Context: an optimization exercise on an open-source flow, tuned for small area. The choices shown serve that exercise and are no tape-out recipe.
Only simulation tests tie the RTL to the original design; equivalence was not proved.
The clock port is modelled as an ideal driver; clocking choices that lean on that would not hold on a real chip.

==> inputs of run C <==
// multi_adc_processing
module multi_adc_processing
#(
   parameter int          N_CH           = 3,
   parameter int          DATA_W         = 16,
   parameter int          DEPTH          = 16,
   parameter int unsigned SCALING_FACTOR = 310866,
   parameter int          SCALE_W        = 20,
   parameter int          SHIFT_FACTOR   = 19,
   parameter int unsigned OFFSET         = 0
) (
   input  logic                   clk,
   input  logic                   reset,
   input  logic [N_CH-1:0]        sample_valid,
   input  logic [N_CH*DATA_W-1:0] sample_data,
   input  logic                   clear_overrun,
   output logic [N_CH*DATA_W-1:0] ave_data,
   output logic [N_CH*DATA_W-1:0] scaled_data,
   output logic [N_CH-1:0]        update_valid,
   output logic [N_CH-1:0]        primed,
   output logic [N_CH-1:0]        overrun
);
   localparam int LOG_D  = adc_proc_pkg::log2(DEPTH);
   localparam int SUM_W  = DATA_W + LOG_D;
   localparam int PROD_W = DATA_W + SCALE_W;
   localparam int CNT_W  = adc_proc_pkg::ptr_w(DEPTH);
   localparam logic [PROD_W-1:0] SAT_MAX = PROD_W'({DATA_W{1'b1}});
   logic [DATA_W-1:0] hold_q   [N_CH];
   logic [DATA_W-1:0] win_q    [N_CH][DEPTH];
   logic [SUM_W-1:0]  sum_q    [N_CH];
   logic [CNT_W-1:0]  cnt_q    [N_CH];
   logic [DATA_W-1:0] scaled_q [N_CH];
   logic [N_CH-1:0]   pending_q, overrun_q, primed_q, upd_q;
   logic [N_CH-1:0]   grant;
   logic [N_CH-1:0]   t1_q, t2_q, t3_q;
   logic [DATA_W-1:0] d1_q, d2_q;
   logic              f2_q;
   logic [SUM_W-1:0]  s3_q;
   logic [DATA_W-1:0] hold_sel, old_sel, ave3, scaled_new;
   logic [SUM_W-1:0]  sum_ld;
   logic [DATA_W-1:0] scaled_ld;
   logic [SUM_W-1:0]  sum_sel, sum_new, old_n, d_ext, ss, sc;
   function automatic logic [SUM_W-1:0] rca_s(input logic [SUM_W-1:0] a, input logic [SUM_W-1:0] b,
                                              input logic cin);
      logic cy;
      cy = cin;
      for (int k = 0; k < SUM_W; k++) begin
         rca_s[k] = a[k] ^ b[k] ^ cy;
         cy       = (a[k] & b[k]) | (a[k] & cy) | (b[k] & cy);
      end
   endfunction
  ...
Settings: LEC_CHECK=0, CAP_MARGIN=20, CORE_MARGIN=2, CORE_UTILIZATION=45, CTS_CLUSTER_DIAMETER=80, CTS_CLUSTER_SIZE=25, PLACE_DENSITY=0.6, SLEW_MARGIN=20; clock period 10.0 ns.
run.sh (not shown) runs the stock make flow with config.mk's settings and CLKGATE_MAP_FILE= SYNTH_SCRIPT=/design/flow/synth_recipe.tcl, a recipe that flattens the netlist after the stock synthesis.
==> run G (differences from run C) <==
--- a/flow/design.v
+++ b/flow/design.v
@@ -72,14 +72,12 @@
    logic [N_CH-1:0]   grant;
    logic [N_CH-1:0]   t1_q, t2_q, t3_q;
    logic [DATA_W-1:0] d1_q, d2_q;
    logic              f2_q;
    logic [SUM_W-1:0]  s3_q;
    logic [DATA_W-1:0] hold_sel, old_sel, ave3, scaled_new;
-   logic [SUM_W-1:0]  sum_ld;
-   logic [DATA_W-1:0] scaled_ld;
    logic [SUM_W-1:0]  sum_sel, sum_new, old_n, d_ext, ss, sc;
    function automatic logic [SUM_W-1:0] rca_s(input logic [SUM_W-1:0] a, input logic [SUM_W-1:0] b,
                                               input logic cin);
       logic cy;
       cy = cin;
       for (int k = 0; k < SUM_W; k++) begin
@@ -364,13 +362,15 @@
          primed_q  <= '0;
          upd_q     <= '0;
          t1_q      <= '0;
          t2_q      <= '0;
          t3_q      <= '0;
          for (int i = 0; i < N_CH; i++) begin
+            sum_q[i]    <= '0;
             cnt_q[i]    <= '0;
+            scaled_q[i] <= '0;
          end
       end else begin
          pending_q <= (pending_q & ~grant) | sample_valid;
          overrun_q <= (clear_overrun ? '0 : overrun_q) | (sample_valid & pending_q & ~grant);
          t1_q      <= grant;
          t2_q      <= t1_q;
@@ -378,24 +378,16 @@
          upd_q     <= t3_q;
          for (int i = 0; i < N_CH; i++) begin
             if (t1_q[i]) begin
                cnt_q[i] <= cnt_q[i] + CNT_W'(1);
                if (cnt_q[i] == CNT_W'(DEPTH - 1)) primed_q[i] <= 1'b1;
             end
-         end
-      end
-   end
-   always_comb begin
-      sum_ld    = reset ? '0 : s3_q;
-      scaled_ld = reset ? '0 : scaled_new;
-   end
-   always_ff @(posedge clk) begin
-      for (int i = 0; i < N_CH; i++) begin
-         if (reset || t3_q[i]) begin
-            sum_q[i]    <= sum_ld;
-            scaled_q[i] <= scaled_ld;
+            if (t3_q[i]) begin
+               sum_q[i]    <= s3_q;
+               scaled_q[i] <= scaled_new;
+            end
          end
       end
    end
    always_comb begin
       for (int i = 0; i < N_CH; i++) begin
          ave_data[i*DATA_W +: DATA_W]    = DATA_W'(sum_q[i] >> LOG_D);
CTS_CLUSTER_DIAMETER = not set   (was 80)
CTS_CLUSTER_SIZE = not set   (was 25)
==> impl_results.md <==
- Outcome: timing/DRC/antenna clean
- Crit path depth: 29
- Count of non-filler cells in the finished layout: 3093
- Multi-input gate area: 0.005400 mm2
- Dpl ws: -0.1768 ns
- Die width: 281.7 um
- First DRT Iteration DRCs: 1402
- EDFF count, synth: 816
- Sequential share of the synthesized area: 81.98%
(the above is from run G)
==> impl_results.md <==
- Sequential share of the synthesized area: 85.70%
- Outcome: timing/DRC/antenna clean
- Multi-input gate area: 0.004119 mm2
- Dpl ws: -0.2407 ns
- First DRT Iteration DRCs: 1288
- Count of non-filler cells in the finished layout: 2797
- Crit path max fanout: 3
- Crit Reg-Reg Startpoint: s3_q[4]$_DFF_P_
- Die width: 280.7 um
- Num rows: 101
(the above is from run C)

========
==> inputs of build 86 <==
multi_adc_processing again, from the RTL that the note above started with.
==> module rr_arbiter, before the edit <==
module rr_arbiter
#(
   parameter int N = 3
) (
   input  logic         clk,
   input  logic         reset,
   input  logic [N-1:0] req,
   output logic [N-1:0] grant
);
   logic [N-1:0] start_q;    
   logic         found;
   always_comb begin
      grant = '0;
      found = 1'b0;
      for (int k = 0; k < N; k++) begin
         for (int c = 0; c < N; c++) begin
            if (!found && req[c] && start_q[(c - k + N) % N]) begin
               found    = 1'b1;
               grant[c] = 1'b1;
            end
         end
      end
   end
   always_ff @(posedge clk) begin
      if (reset)     start_q <= N'(1);
      else if (|req) start_q <= {grant[N-2:0], grant[N-1]};
   end
endmodule
==> flow/config.mk <==
export PLATFORM = sky130hd
export DESIGN_NAME = multi_adc_processing
export DESIGN_NICKNAME = multi_adc_processing
export VERILOG_FILES = /design/flow/design.v
export SDC_FILE = /design/flow/constraint.sdc
export NUM_CORES = 4
export LEC_CHECK = 0
export CAP_MARGIN = 20
export CORE_MARGIN = 2
export CORE_UTILIZATION = 45
export CTS_CLUSTER_DIAMETER = 100
export CTS_CLUSTER_SIZE = 30
export PLACE_DENSITY = 0.6
export SLEW_MARGIN = 20
==> flow/constraint.sdc <==
create_clock -name core_clock -period 10.0 [get_ports {clk}]
set_input_delay 2.0000 -clock core_clock [delete_from_list [all_inputs] [get_ports {clk}]]
set_output_delay 2.0000 -clock core_clock [all_outputs]
set_load 0.01 [all_outputs]
standard.sh (not shown) runs the stock make flow with config.mk's settings and CLKGATE_MAP_FILE= SYNTH_SCRIPT=/design/flow/synth_recipe.tcl, a recipe that flattens the netlist after the stock synthesis.
==> flow/flow/run.sh <==
#!/bin/bash
# Layout: the standard flow (standard.sh, standard synthesis included), with
# two ORFS arguments changed:
#  - buffer_ports gives every input and output port the smallest buffer, buf_1;
#  - clock_tree_synthesis clusters up to 30 sinks within 100 um per leaf buffer
#    and adds no dummy loads.
# make's full output goes to standard.log in the work folder; ORFS's own step
# logs are under orfs/logs/.
set -euo pipefail
export BUFFER_PORTS_ARGS="-buffer_cell sky130_fd_sc_hd__buf_1"
export CTS_ARGS="-sink_clustering_enable -repair_clock_nets -sink_clustering_size 16 -sink_clustering_max_diameter 60 -buf_list sky130_fd_sc_hd__clkbuf_8 -dont_use_dummy_load"
bash standard.sh > standard.log 2>&1
==> build 2 (differences from build 86) <==
--- a/flow/design.v
+++ b/flow/design.v
@@ -20,4 +20,5 @@
 );
-   logic [N-1:0] start_q;    
-   logic         found;
+   localparam int IW = adc_proc_pkg::ptr_w(N);
+   logic [IW-1:0] ptr_q;
+   logic          found;
    always_comb begin
@@ -27,3 +28,3 @@
          for (int c = 0; c < N; c++) begin
-            if (!found && req[c] && start_q[(c - k + N) % N]) begin
+            if (!found && req[c] && ptr_q == IW'((c - k + N) % N)) begin
                found    = 1'b1;
@@ -35,4 +36,7 @@
    always_ff @(posedge clk) begin
-      if (reset)     start_q <= N'(1);
-      else if (|req) start_q <= {grant[N-2:0], grant[N-1]};
+      if (reset) ptr_q <= '0;
+      else begin
+         for (int c = 0; c < N; c++)
+            if (grant[c]) ptr_q <= IW'((c + 1) % N);
+      end
    end
--- a/flow/flow/run.sh
+++ b/flow/flow/run.sh
@@ -10,3 +10,3 @@
 export BUFFER_PORTS_ARGS="-buffer_cell sky130_fd_sc_hd__buf_1"
-export CTS_ARGS="-sink_clustering_enable -repair_clock_nets -sink_clustering_size 16 -sink_clustering_max_diameter 60 -buf_list sky130_fd_sc_hd__clkbuf_8 -dont_use_dummy_load"
+export CTS_ARGS="-sink_clustering_enable -repair_clock_nets -sink_clustering_size 30 -sink_clustering_max_diameter 100 -dont_use_dummy_load"
 bash standard.sh > standard.log 2>&1
Settings changed: CORE_UTILIZATION 45 to 60, CTS_CLUSTER_DIAMETER 100 to not set, CTS_CLUSTER_SIZE 30 to not set, PLACE_DENSITY 0.6 to 0.7.
==> notes <==
Against build 86, the wire length of build 2 is lower by 3.6%. Build 2 completed without violations. Build 86 finished clean. Between build 2 and build 86, the lower count of clock-buffer cells in the layout is in build 2 (gap 39). Between build 2 and build 86, the lower global-route usage is in build 86 (gap 4.1 points). Between build 2 and build 86, the lower sequential cell count is in build 2 (gap 1). Between build 2 and build 86, the lower non-clock buffer count is in build 2 (gap 8).

========
==> trial 92 <==
==> flow/design.v <==
package adc_proc_pkg;
   function automatic int log2(input int v);
      log2 = 0;
      for (int i = 0; i < 31; i++) begin
         if ((1 << i) < v) log2 = i + 1;
      end
   endfunction
   function automatic int ptr_w(input int n);
      ptr_w = (n > 1) ? log2(n) : 1;
   endfunction
endpackage
module rr_arbiter
#(
   parameter int N = 3
) (
   input  logic         clk,
   input  logic         reset,
   input  logic [N-1:0] req,
   output logic [N-1:0] grant
);
   logic [N-1:0] start_q;    
   logic         found;
   always_comb begin
      grant = '0;
      found = 1'b0;
      for (int k = 0; k < N; k++) begin
         for (int c = 0; c < N; c++) begin
            if (!found && req[c] && start_q[(c - k + N) % N]) begin
               found    = 1'b1;
               grant[c] = 1'b1;
            end
         end
      end
   end
   always_ff @(posedge clk) begin
      if (reset)     start_q <= N'(1);
      else if (|req) start_q <= {grant[N-2:0], grant[N-1]};
   end
endmodule
module multi_adc_processing
#(
   parameter int          N_CH           = 3,
   parameter int          DATA_W         = 16,
   parameter int          DEPTH          = 16,
   parameter int unsigned SCALING_FACTOR = 310866,
   parameter int          SCALE_W        = 20,
   parameter int          SHIFT_FACTOR   = 19,
   parameter int unsigned OFFSET         = 0
) (
   input  logic                   clk,
   input  logic                   reset,
   input  logic [N_CH-1:0]        sample_valid,
   input  logic [N_CH*DATA_W-1:0] sample_data,
   input  logic                   clear_overrun,
   output logic [N_CH*DATA_W-1:0] ave_data,
   output logic [N_CH*DATA_W-1:0] scaled_data,
   output logic [N_CH-1:0]        update_valid,
   output logic [N_CH-1:0]        primed,
   output logic [N_CH-1:0]        overrun
);
   localparam int LOG_D  = adc_proc_pkg::log2(DEPTH);
   localparam int SUM_W  = DATA_W + LOG_D;
   localparam int PROD_W = DATA_W + SCALE_W;
   localparam int CNT_W  = adc_proc_pkg::ptr_w(DEPTH);
   localparam logic [PROD_W-1:0] OFS     = PROD_W'(OFFSET);
   localparam logic [PROD_W-1:0] SAT_MAX = PROD_W'({DATA_W{1'b1}});
   localparam int MW = 34;
   localparam logic [MW-1:0] NEG_C = 34'h3_df00_2100;
   logic [DATA_W-1:0] hold_q   [N_CH];
   logic [DATA_W-1:0] win_q    [N_CH][DEPTH];
   logic [SUM_W-1:0]  sum_q    [N_CH];
   logic [CNT_W-1:0]  cnt_q    [N_CH];
   logic [DATA_W-1:0] scaled_q [N_CH];
   logic [N_CH-1:0]   pending_q, overrun_q, primed_q, upd_q;
   logic [N_CH-1:0]   grant;
   logic [N_CH-1:0]   t1_q, t2_q, t3_q;
   logic [DATA_W-1:0] d1_q, d2_q;
   logic              f2_q;
   logic [SUM_W-1:0]  s3_q;
   logic [DATA_W-1:0] hold_sel, old_sel, ave3, nave, scaled_new;
   logic [SUM_W-1:0]  sum_sel, sum_new, old_n, d_ext, ss, sc;
   logic [PROD_W-1:0] prod, sh, sh_ofs;
   logic [MW-1:0]     p34, r0, r1, r2, r3, r4, r5, r6;
   logic [MW-1:0]     s1, c1, s2, c2, s3, c3, s4, c4, s5, c5, s6, c6;
   function automatic logic [2*MW-1:0] csa(input logic [MW-1:0] a, input logic [MW-1:0] b,
                                           input logic [MW-1:0] c);
      csa = {a ^ b ^ c, MW'(((a & b) | (a & c) | (b & c)) << 1)};
   endfunction
   function automatic logic [MW-1:0] rca(input logic [MW-1:0] a, input logic [MW-1:0] b,
                                         input logic cin);
      logic cy;
      cy = cin;
      for (int k = 0; k < MW; k++) begin
         rca[k] = a[k] ^ b[k] ^ cy;
         cy     = (a[k] & b[k]) | (a[k] & cy) | (b[k] & cy);
      end
   endfunction
   function automatic logic [SUM_W-1:0] rca_s(input logic [SUM_W-1:0] a, input logic [SUM_W-1:0] b,
                                              input logic cin);
      logic cy;
      cy = cin;
      for (int k = 0; k < SUM_W; k++) begin
         rca_s[k] = a[k] ^ b[k] ^ cy;
         cy       = (a[k] & b[k]) | (a[k] & cy) | (b[k] & cy);
      end
   endfunction
   rr_arbiter #(.N(N_CH)) u_arb (
      .clk   (clk),
      .reset (reset),
      .req   (pending_q),
      .grant (grant)
   );
   always_comb begin
      hold_sel = '0;
      sum_sel  = '0;
      old_sel  = '0;
      for (int i = 0; i < N_CH; i++) begin
         if (grant[i]) hold_sel = hold_sel | hold_q[i];
         if (t2_q[i])  sum_sel  = sum_sel  | sum_q[i];
         if (t2_q[i])  old_sel  = old_sel  | win_q[i][DEPTH-1];
      end
      if (|(t2_q & t3_q)) sum_sel = s3_q;
      old_n   = ~(f2_q ? SUM_W'(old_sel) : '0);
      d_ext   = SUM_W'(d2_q);
      ss      = sum_sel ^ old_n ^ d_ext;
      sc      = SUM_W'(((sum_sel & old_n) | (sum_sel & d_ext) | (old_n & d_ext)) << 1);
      sum_new = rca_s(ss, sc, 1'b1);
      ave3 = DATA_W'(s3_q >> LOG_D);
      nave = ~ave3;
      r0 = MW'(ave3) << 17;
      r1 = MW'(ave3) << 15;
      r2 = MW'(nave) << 13;
      r3 = MW'(nave) << 8;
      r4 = MW'(ave3) << 5;
      r5 = MW'(ave3) << 3;
      r6 = MW'(ave3);
      {s1, c1} = csa(r0, r1, r2);
      {s2, c2} = csa(r3, r4, r5);
      {s3, c3} = csa(s1, c1, s2);
      {s4, c4} = csa(c2, r6, NEG_C);
      {s5, c5} = csa(s3, c3, s4);
      {s6, c6} = csa(s5, c5, c4);
      p34        = rca(s6, c6, 1'b0);
      prod       = PROD_W'(p34) << 1;
      sh         = prod >> SHIFT_FACTOR;
      sh_ofs     = (sh < OFS) ? '0 : sh - OFS;
      scaled_new = (sh_ofs > SAT_MAX) ? {DATA_W{1'b1}} : DATA_W'(sh_ofs);
   end
   always_ff @(posedge clk) begin
      d1_q <= hold_sel;
      d2_q <= d1_q;
      f2_q <= |(t1_q & primed_q);
      s3_q <= sum_new;
      for (int i = 0; i < N_CH; i++) begin
         if (sample_valid[i]) hold_q[i] <= sample_data[i*DATA_W +: DATA_W];
         if (t2_q[i]) begin
            win_q[i][0] <= d2_q;
            for (int j = 1; j < DEPTH; j++) win_q[i][j] <= win_q[i][j-1];
         end
      end
   end
   always_ff @(posedge clk) begin
      if (reset) begin
         pending_q <= '0;
         overrun_q <= '0;
         primed_q  <= '0;
         upd_q     <= '0;
         t1_q      <= '0;
         t2_q      <= '0;
         t3_q      <= '0;
         for (int i = 0; i < N_CH; i++) begin
            sum_q[i]    <= '0;
            cnt_q[i]    <= '0;
            scaled_q[i] <= '0;
         end
      end else begin
         pending_q <= (pending_q & ~grant) | sample_valid;
         overrun_q <= (clear_overrun ? '0 : overrun_q) | (sample_valid & pending_q & ~grant);
         t1_q      <= grant;
         t2_q      <= t1_q;
         t3_q      <= t2_q;
         upd_q     <= t3_q;
         for (int i = 0; i < N_CH; i++) begin
            if (t1_q[i]) begin
               cnt_q[i] <= cnt_q[i] + CNT_W'(1);
               if (cnt_q[i] == CNT_W'(DEPTH - 1)) primed_q[i] <= 1'b1;
            end
            if (t3_q[i]) begin
               sum_q[i]    <= s3_q;
               scaled_q[i] <= scaled_new;
            end
         end
      end
   end
   always_comb begin
      for (int i = 0; i < N_CH; i++) begin
         ave_data[i*DATA_W +: DATA_W]    = DATA_W'(sum_q[i] >> LOG_D);
         scaled_data[i*DATA_W +: DATA_W] = scaled_q[i];
      end
      update_valid = upd_q;
      primed       = primed_q;
      overrun      = overrun_q;
   end
endmodule
==> flow/run.sh <==
#!/bin/bash
# synth_recipe.tcl (not shown) runs the flow's synth.tcl, then flattens the netlist and writes it again
# the make line also repeats each setting of config.mk as NAME=value (left out here)
make -C /OpenROAD-flow-scripts/flow DESIGN_CONFIG=/design/flow/config.mk WORK_HOME=/design/flow/orfs CLKGATE_MAP_FILE= SYNTH_SCRIPT=/design/flow/synth_recipe.tcl finish
==> flow/config.mk <==
export PLATFORM = sky130hd
export DESIGN_NAME = multi_adc_processing
export DESIGN_NICKNAME = multi_adc_processing
export VERILOG_FILES = /design/flow/design.v
export SDC_FILE = /design/flow/constraint.sdc
export NUM_CORES = 4
export LEC_CHECK = 0
export CAP_MARGIN = 20
export CORE_MARGIN = 2
export CORE_UTILIZATION = 45
export PLACE_DENSITY = 0.6
export SLEW_MARGIN = 20
==> flow/constraint.sdc <==
create_clock -name core_clock -period 10.0 [get_ports {clk}]
set_input_delay 2.0000 -clock core_clock [delete_from_list [all_inputs] [get_ports {clk}]]
set_output_delay 2.0000 -clock core_clock [all_outputs]
set_load 0.01 [all_outputs]
==> inputs of trial 66, as changes to trial 92 <==
--- a/flow/design.v
+++ b/flow/design.v
@@ -62,10 +62,9 @@
    localparam int SUM_W  = DATA_W + LOG_D;
    localparam int PROD_W = DATA_W + SCALE_W;
    localparam int CNT_W  = adc_proc_pkg::ptr_w(DEPTH);
-   localparam logic [PROD_W-1:0] OFS     = PROD_W'(OFFSET);
-   localparam logic [PROD_W-1:0] SAT_MAX = PROD_W'({DATA_W{1'b1}});
-   localparam int MW = 34;
-   localparam logic [MW-1:0] NEG_C = 34'h3_df00_2100;
+   localparam logic [SCALE_W-1:0] SCALE   = SCALE_W'(SCALING_FACTOR);
+   localparam logic [PROD_W-1:0]  OFS     = PROD_W'(OFFSET);
+   localparam logic [PROD_W-1:0]  SAT_MAX = PROD_W'({DATA_W{1'b1}});
    logic [DATA_W-1:0] hold_q   [N_CH];
    logic [DATA_W-1:0] win_q    [N_CH][DEPTH];
    logic [SUM_W-1:0]  sum_q    [N_CH];
@@ -74,36 +73,11 @@
    logic [N_CH-1:0]   pending_q, overrun_q, primed_q, upd_q;
    logic [N_CH-1:0]   grant;
    logic [N_CH-1:0]   t1_q, t2_q, t3_q;
-   logic [DATA_W-1:0] d1_q, d2_q;
-   logic              f2_q;
-   logic [SUM_W-1:0]  s3_q;
-   logic [DATA_W-1:0] hold_sel, old_sel, ave3, nave, scaled_new;
-   logic [SUM_W-1:0]  sum_sel, sum_new, old_n, d_ext, ss, sc;
+   logic [DATA_W-1:0] d1_q, d2_q, d3_q;
+   logic              f2_q, f3_q;
+   logic [DATA_W-1:0] hold_sel, old_sel, ave_new, scaled_new;
+   logic [SUM_W-1:0]  sum_sel, sum_new;
    logic [PROD_W-1:0] prod, sh, sh_ofs;
-   logic [MW-1:0]     p34, r0, r1, r2, r3, r4, r5, r6;
-   logic [MW-1:0]     s1, c1, s2, c2, s3, c3, s4, c4, s5, c5, s6, c6;
-   function automatic logic [2*MW-1:0] csa(input logic [MW-1:0] a, input logic [MW-1:0] b,
-                                           input logic [MW-1:0] c);
-      csa = {a ^ b ^ c, MW'(((a & b) | (a & c) | (b & c)) << 1)};
-   endfunction
-   function automatic logic [MW-1:0] rca(input logic [MW-1:0] a, input logic [MW-1:0] b,
-                                         input logic cin);
-      logic cy;
-      cy = cin;
-      for (int k = 0; k < MW; k++) begin
-         rca[k] = a[k] ^ b[k] ^ cy;
-         cy     = (a[k] & b[k]) | (a[k] & cy) | (b[k] & cy);
-      end
-   endfunction
-   function automatic logic [SUM_W-1:0] rca_s(input logic [SUM_W-1:0] a, input logic [SUM_W-1:0] b,
-                                              input logic cin);
-      logic cy;
-      cy = cin;
-      for (int k = 0; k < SUM_W; k++) begin
-         rca_s[k] = a[k] ^ b[k] ^ cy;
-         cy       = (a[k] & b[k]) | (a[k] & cy) | (b[k] & cy);
-      end
-   endfunction
    rr_arbiter #(.N(N_CH)) u_arb (
       .clk   (clk),
       .reset (reset),
@@ -116,32 +90,14 @@
       old_sel  = '0;
       for (int i = 0; i < N_CH; i++) begin
          if (grant[i]) hold_sel = hold_sel | hold_q[i];
-         if (t2_q[i])  sum_sel  = sum_sel  | sum_q[i];
-         if (t2_q[i])  old_sel  = old_sel  | win_q[i][DEPTH-1];
+         if (t3_q[i])  sum_sel  = sum_sel  | sum_q[i];
+         if (t3_q[i])  old_sel  = old_sel  | win_q[i][DEPTH-1];
       end
-      if (|(t2_q & t3_q)) sum_sel = s3_q;
-      old_n   = ~(f2_q ? SUM_W'(old_sel) : '0);
-      d_ext   = SUM_W'(d2_q);
-      ss      = sum_sel ^ old_n ^ d_ext;
-      sc      = SUM_W'(((sum_sel & old_n) | (sum_sel & d_ext) | (old_n & d_ext)) << 1);
-      sum_new = rca_s(ss, sc, 1'b1);
-      ave3 = DATA_W'(s3_q >> LOG_D);
-      nave = ~ave3;
-      r0 = MW'(ave3) << 17;
-      r1 = MW'(ave3) << 15;
-      r2 = MW'(nave) << 13;
-      r3 = MW'(nave) << 8;
-      r4 = MW'(ave3) << 5;
-      r5 = MW'(ave3) << 3;
-      r6 = MW'(ave3);
-      {s1, c1} = csa(r0, r1, r2);
-      {s2, c2} = csa(r3, r4, r5);
-      {s3, c3} = csa(s1, c1, s2);
-      {s4, c4} = csa(c2, r6, NEG_C);
-      {s5, c5} = csa(s3, c3, s4);
-      {s6, c6} = csa(s5, c5, c4);
-      p34        = rca(s6, c6, 1'b0);
-      prod       = PROD_W'(p34) << 1;
+      sum_new    = sum_sel - (f3_q ? SUM_W'(old_sel) : '0) + SUM_W'(d3_q);
+      ave_new    = DATA_W'(sum_new >> LOG_D);
+      prod       = (PROD_W'(ave_new) << 18) + (PROD_W'(ave_new) << 16) - (PROD_W'(ave_new) << 14)
+                 - (PROD_W'(ave_new) << 9) + (PROD_W'(ave_new) << 6) + (PROD_W'(ave_new) << 4)
+                 + (PROD_W'(ave_new) << 1);
       sh         = prod >> SHIFT_FACTOR;
       sh_ofs     = (sh < OFS) ? '0 : sh - OFS;
       scaled_new = (sh_ofs > SAT_MAX) ? {DATA_W{1'b1}} : DATA_W'(sh_ofs);
@@ -149,12 +105,13 @@
    always_ff @(posedge clk) begin
       d1_q <= hold_sel;
       d2_q <= d1_q;
+      d3_q <= d2_q;
       f2_q <= |(t1_q & primed_q);
-      s3_q <= sum_new;
+      f3_q <= f2_q;
       for (int i = 0; i < N_CH; i++) begin
          if (sample_valid[i]) hold_q[i] <= sample_data[i*DATA_W +: DATA_W];
-         if (t2_q[i]) begin
-            win_q[i][0] <= d2_q;
+         if (t3_q[i]) begin
+            win_q[i][0] <= d3_q;
             for (int j = 1; j < DEPTH; j++) win_q[i][j] <= win_q[i][j-1];
          end
       end
@@ -186,7 +143,7 @@
                if (cnt_q[i] == CNT_W'(DEPTH - 1)) primed_q[i] <= 1'b1;
             end
             if (t3_q[i]) begin
-               sum_q[i]    <= s3_q;
+               sum_q[i]    <= sum_new;
                scaled_q[i] <= scaled_new;
             end
          end
--- a/flow/config.mk
+++ b/flow/config.mk
@@ -7,6 +7,6 @@
 export LEC_CHECK = 0
 export CAP_MARGIN = 20
 export CORE_MARGIN = 2
-export CORE_UTILIZATION = 45
-export PLACE_DENSITY = 0.6
+export CORE_UTILIZATION = 70
+export PLACE_DENSITY = 0.8
 export SLEW_MARGIN = 20
==> summary of the runs <==
- Trial 66 finished with timing, DRC and antenna clean. Trial 92 went through all stages and came out clean.
- In trial 66 the routed wire length is higher than in trial 92, by about 50%.
- In trial 92 the final area is smaller than in trial 66, by about 0.4%.
- Against trial 66, the global-route usage of trial 92 is lower by 20 points.
- Between trial 92 and trial 66, the lower fmax is in trial 66 (gap about 2%, measured against trial 66).

[port drivers added, routing unchanged]
No port has a modelled driver above. Below, the same layouts with a new extraction and two added sets of constraints. Step 1 sets driving cells, clkbuf_16 on the clock port and buf_2 on the other inputs (assumed; they add their load-dependent delay and slew). Step 2 times the ports against the registers' clock, not the clock port: input delays grow and output delays shrink by t, the midpoint of the rising clock arrivals with the driver on. a / b / c = ideal / step 1 / step 2; a / b = the first two.
run | shift t [ns] | setup WS [ns] | worst register clock-pin slew, ns
run C | 0.676 | 0.355 / 0.355 / 0.355 | 0.10 / 0.10
run G | 0.691 | 0.407 / 0.407 / 0.407 | 0.06 / 0.06
build 86 | 0.707 | 0.356 / 0.356 / 0.356 | 0.10 / 0.10
build 2 | 0.629 | 0.433 / 0.433 / 0.433 | 0.12 / 0.12
trial 92 | 0.688 | 0.403 / 0.403 / 0.403 | 0.07 / 0.07
trial 66 | 0.716 | 0.206 / 0.206 / 0.206 | 0.08 / 0.08
After both steps every run listed still meets setup and hold.
